Context: an optimization exercise on an open-source flow, tuned for small area, a short achievable clock period and few clock cycles per item. The choices shown serve that exercise and are no tape-out recipe. Function was checked by simulation only, so behaviour that the tests miss may differ from the original. Power is estimated from default activity; no workload was simulated.

Design conv_route_top, start of the top module:
module conv_route_top (
    input  logic                                  i_clk,
    input  logic                                  i_nrst,
    input  logic                                  i_wr_en,
    input  logic [conv_route_pkg::ADDR_WIDTH-1:0] i_wr_addr,
    input  logic [conv_route_pkg::DATA_WIDTH-1:0] i_wr_data,
    input  logic [conv_route_pkg::ADDR_WIDTH-1:0] i_start_addr,
    input  logic [conv_route_pkg::ADDR_WIDTH-1:0] i_i_size,
    input  logic [conv_route_pkg::ADDR_WIDTH-1:0] i_o_size,
    input  logic [conv_route_pkg::ADDR_WIDTH-1:0] i_stride,
    input  logic [conv_route_pkg::ADDR_WIDTH-1:0] i_i_c_size,
    input  logic                                  i_en,
    input  logic                                  i_reg_clear,
    input  logic                                  i_pop,
    output logic [conv_route_pkg::DATA_WIDTH-1:0] o_data,
    output logic                                  o_valid,
    output logic                                  o_ready,
    output logic                                  o_context_done,
  ...
Size in the first run: about 8600 cells after synthesis, about 90 I/O pins, about 160000 um^2 of cells after synthesis.
export LEC_CHECK = 0
export CAP_MARGIN = 20
export CORE_MARGIN = 2
export CORE_UTILIZATION = 68
export CTS_CLUSTER_DIAMETER = 80
export CTS_CLUSTER_SIZE = 30
export SLEW_MARGIN = 20
export SYNTH_MEMORY_MAX_BITS = 8192
create_clock -name core_clock -period 12.0 [get_ports {i_clk}]
standard.sh (not shown) runs the stock make flow with config.mk's settings and CLKGATE_MAP_FILE= SYNTH_SCRIPT=/design/flow/synth_recipe.tcl, a recipe that flattens the netlist after the stock synthesis.
==> flow/flow/run.sh <==
#!/bin/bash
# Standard ORFS layout in two runs of the standard.sh. Timing repair up to
# clock tree synthesis is asked to leave a setup margin, so that the layout is
# optimised for a shorter achieved period; the repair after global routing
# uses a smaller margin to keep its run time short. The SDC, clock period and
# I/O constraints are the design's own, unchanged.
set -euo pipefail
bash standard.sh SETUP_SLACK_MARGIN=8 cts > standard_flow_cts.log 2>&1
bash standard.sh SETUP_SLACK_MARGIN=7.6 finish > standard_flow_finish.log 2>&1
Testbench counts at the start, summed over its fixed seeds: cycles 21,858, items 21,098.
Then changed:
==> flow/flow/run.sh (replaced) <==
#!/bin/bash
# Standard ORFS layout in two runs of the standard.sh. Timing repair up to
# clock tree synthesis is asked to leave a setup margin, so that the layout is
# optimised for a shorter achieved period; the repair after global routing
# asks for the same margin. The SDC, clock period and
# I/O constraints are the design's own, unchanged.
set -euo pipefail
bash standard.sh SETUP_SLACK_MARGIN=8 cts > standard_flow_cts.log 2>&1
bash standard.sh SETUP_SLACK_MARGIN=8 finish > standard_flow_finish.log 2>&1
=> Utilization barely changes; non-clock buffer count goes up by 13; final area is about the same; area after synthesis stays the same; clock skew rose by 4.1 ps.

== trial 14 ==
Another version of the RTL of conv_route_top (not shown whole).
For scale: roughly 8600 cells after synthesis, about 90 I/O pins.
## conv_route_top
module conv_route_top (
    input  logic                                  i_clk,
    input  logic                                  i_nrst,
    input  logic                                  i_wr_en,
    input  logic [conv_route_pkg::ADDR_WIDTH-1:0] i_wr_addr,
    input  logic [conv_route_pkg::DATA_WIDTH-1:0] i_wr_data,
    input  logic [conv_route_pkg::ADDR_WIDTH-1:0] i_start_addr,
    input  logic [conv_route_pkg::ADDR_WIDTH-1:0] i_i_size,
    input  logic [conv_route_pkg::ADDR_WIDTH-1:0] i_o_size,
    input  logic [conv_route_pkg::ADDR_WIDTH-1:0] i_stride,
    input  logic [conv_route_pkg::ADDR_WIDTH-1:0] i_i_c_size,
    input  logic                                  i_en,
    input  logic                                  i_reg_clear,
    input  logic                                  i_pop,
    output logic [conv_route_pkg::DATA_WIDTH-1:0] o_data,
    output logic                                  o_valid,
    output logic                                  o_ready,
    output logic                                  o_context_done,
    output logic                                  o_done
);
Settings: LEC_CHECK=0, CAP_MARGIN=20, CORE_MARGIN=2, CORE_UTILIZATION=68, CTS_CLUSTER_DIAMETER=80, CTS_CLUSTER_SIZE=26, SLEW_MARGIN=20, SYNTH_MEMORY_MAX_BITS=8192; clock period 12.0 ns.
==> flow/flow/run.sh <==
#!/bin/bash
# Standard ORFS layout in two runs of the standard.sh. Timing repair up to
# clock tree synthesis is asked to leave a setup margin, so that the layout is
# optimised for a shorter achieved period; the repair after global routing
# asks for the same margin. The SDC, clock period and
# I/O constraints are the design's own, unchanged.
set -euo pipefail
bash standard.sh SETUP_SLACK_MARGIN=8.3 cts > standard_flow_cts.log 2>&1
bash standard.sh SETUP_SLACK_MARGIN=8.3 finish > standard_flow_finish.log 2>&1
Testbench counts of trial 14, summed over its fixed seeds: cycles 21,858, items 21,098.
Inputs modified between trial 14 and trial 30:
- swapping 26 for 30 in CTS_CLUSTER_SIZE
-- flow/flow/run.sh --
<<< trial 14, line 6
# I/O constraints are the design's own, unchanged.
set -euo pipefail
bash standard.sh SETUP_SLACK_MARGIN=8.3 cts > standard_flow_cts.log 2>&1
bash standard.sh SETUP_SLACK_MARGIN=8.3 finish > standard_flow_finish.log 2>&1
>>> trial 30, line 6
# I/O constraints are the design's own, unchanged.
set -euo pipefail
bash standard.sh SETUP_SLACK_MARGIN=8 cts > standard_flow_cts.log 2>&1
bash standard.sh SETUP_SLACK_MARGIN=8 finish > standard_flow_finish.log 2>&1
==> summary.txt <==
Looking only at fraction of area in registers, and setting everything else aside, the higher value of trial 14 and trial 30 goes to trial 30.
Between trial 14 and trial 30, part of the power in combinational logic is higher for trial 14, trial 30 comes in under that.
[compare] base=trial 14 new=trial 30: number of vias per cell after detailed routing moved down; critical path arrival moved up; count of clock-buffer cells in the layout moved down; post-route minimum period moved up; area used by multi-input combinational logic moved down.

-- port drivers added, routing unchanged --
No port has a modelled driver above. Below, the same layouts with a new extraction and two added sets of constraints.
Step 1, drivers: a clkbuf_16 drives i_clk and a buf_2 each remaining input, both assumed.
Step 2 adds t to the input delays and takes it off the output delays; t is the mean of the earliest and latest rising clock arrival at the registers after step 1. Input paths then give back, and output paths get back, about the clock's delay inside the block.
Three values: ideal ports, drivers, drivers and shift; two values: the first two.
| run | t, ns | setup WS [ns] | hold slack, ns | pins driven straight from the clock port |
|---|---|---|---|---|
| the first run of note 1 | 0.990 | 7.783 / 7.783 / 6.985 | 0.510 / 0.510 / 0.510 | 1 |
| the second run of note 1 | 0.989 | 7.809 / 7.809 / 7.186 | 0.509 / 0.509 / 0.509 | 1 |
| trial 14 | 1.002 | 8.027 / 7.915 / 7.450 | 0.488 / 0.488 / 0.488 | 1 |
| trial 30 | 0.970 | 7.812 / 7.812 / 7.247 | 0.477 / 0.477 / 0.477 | 1 |
After both steps setup and hold are still met in every run listed. For the first run of note 1, which loses most, drivers alone change the setup slack by 0.000 ns; drivers and shift together by -0.798 ns.
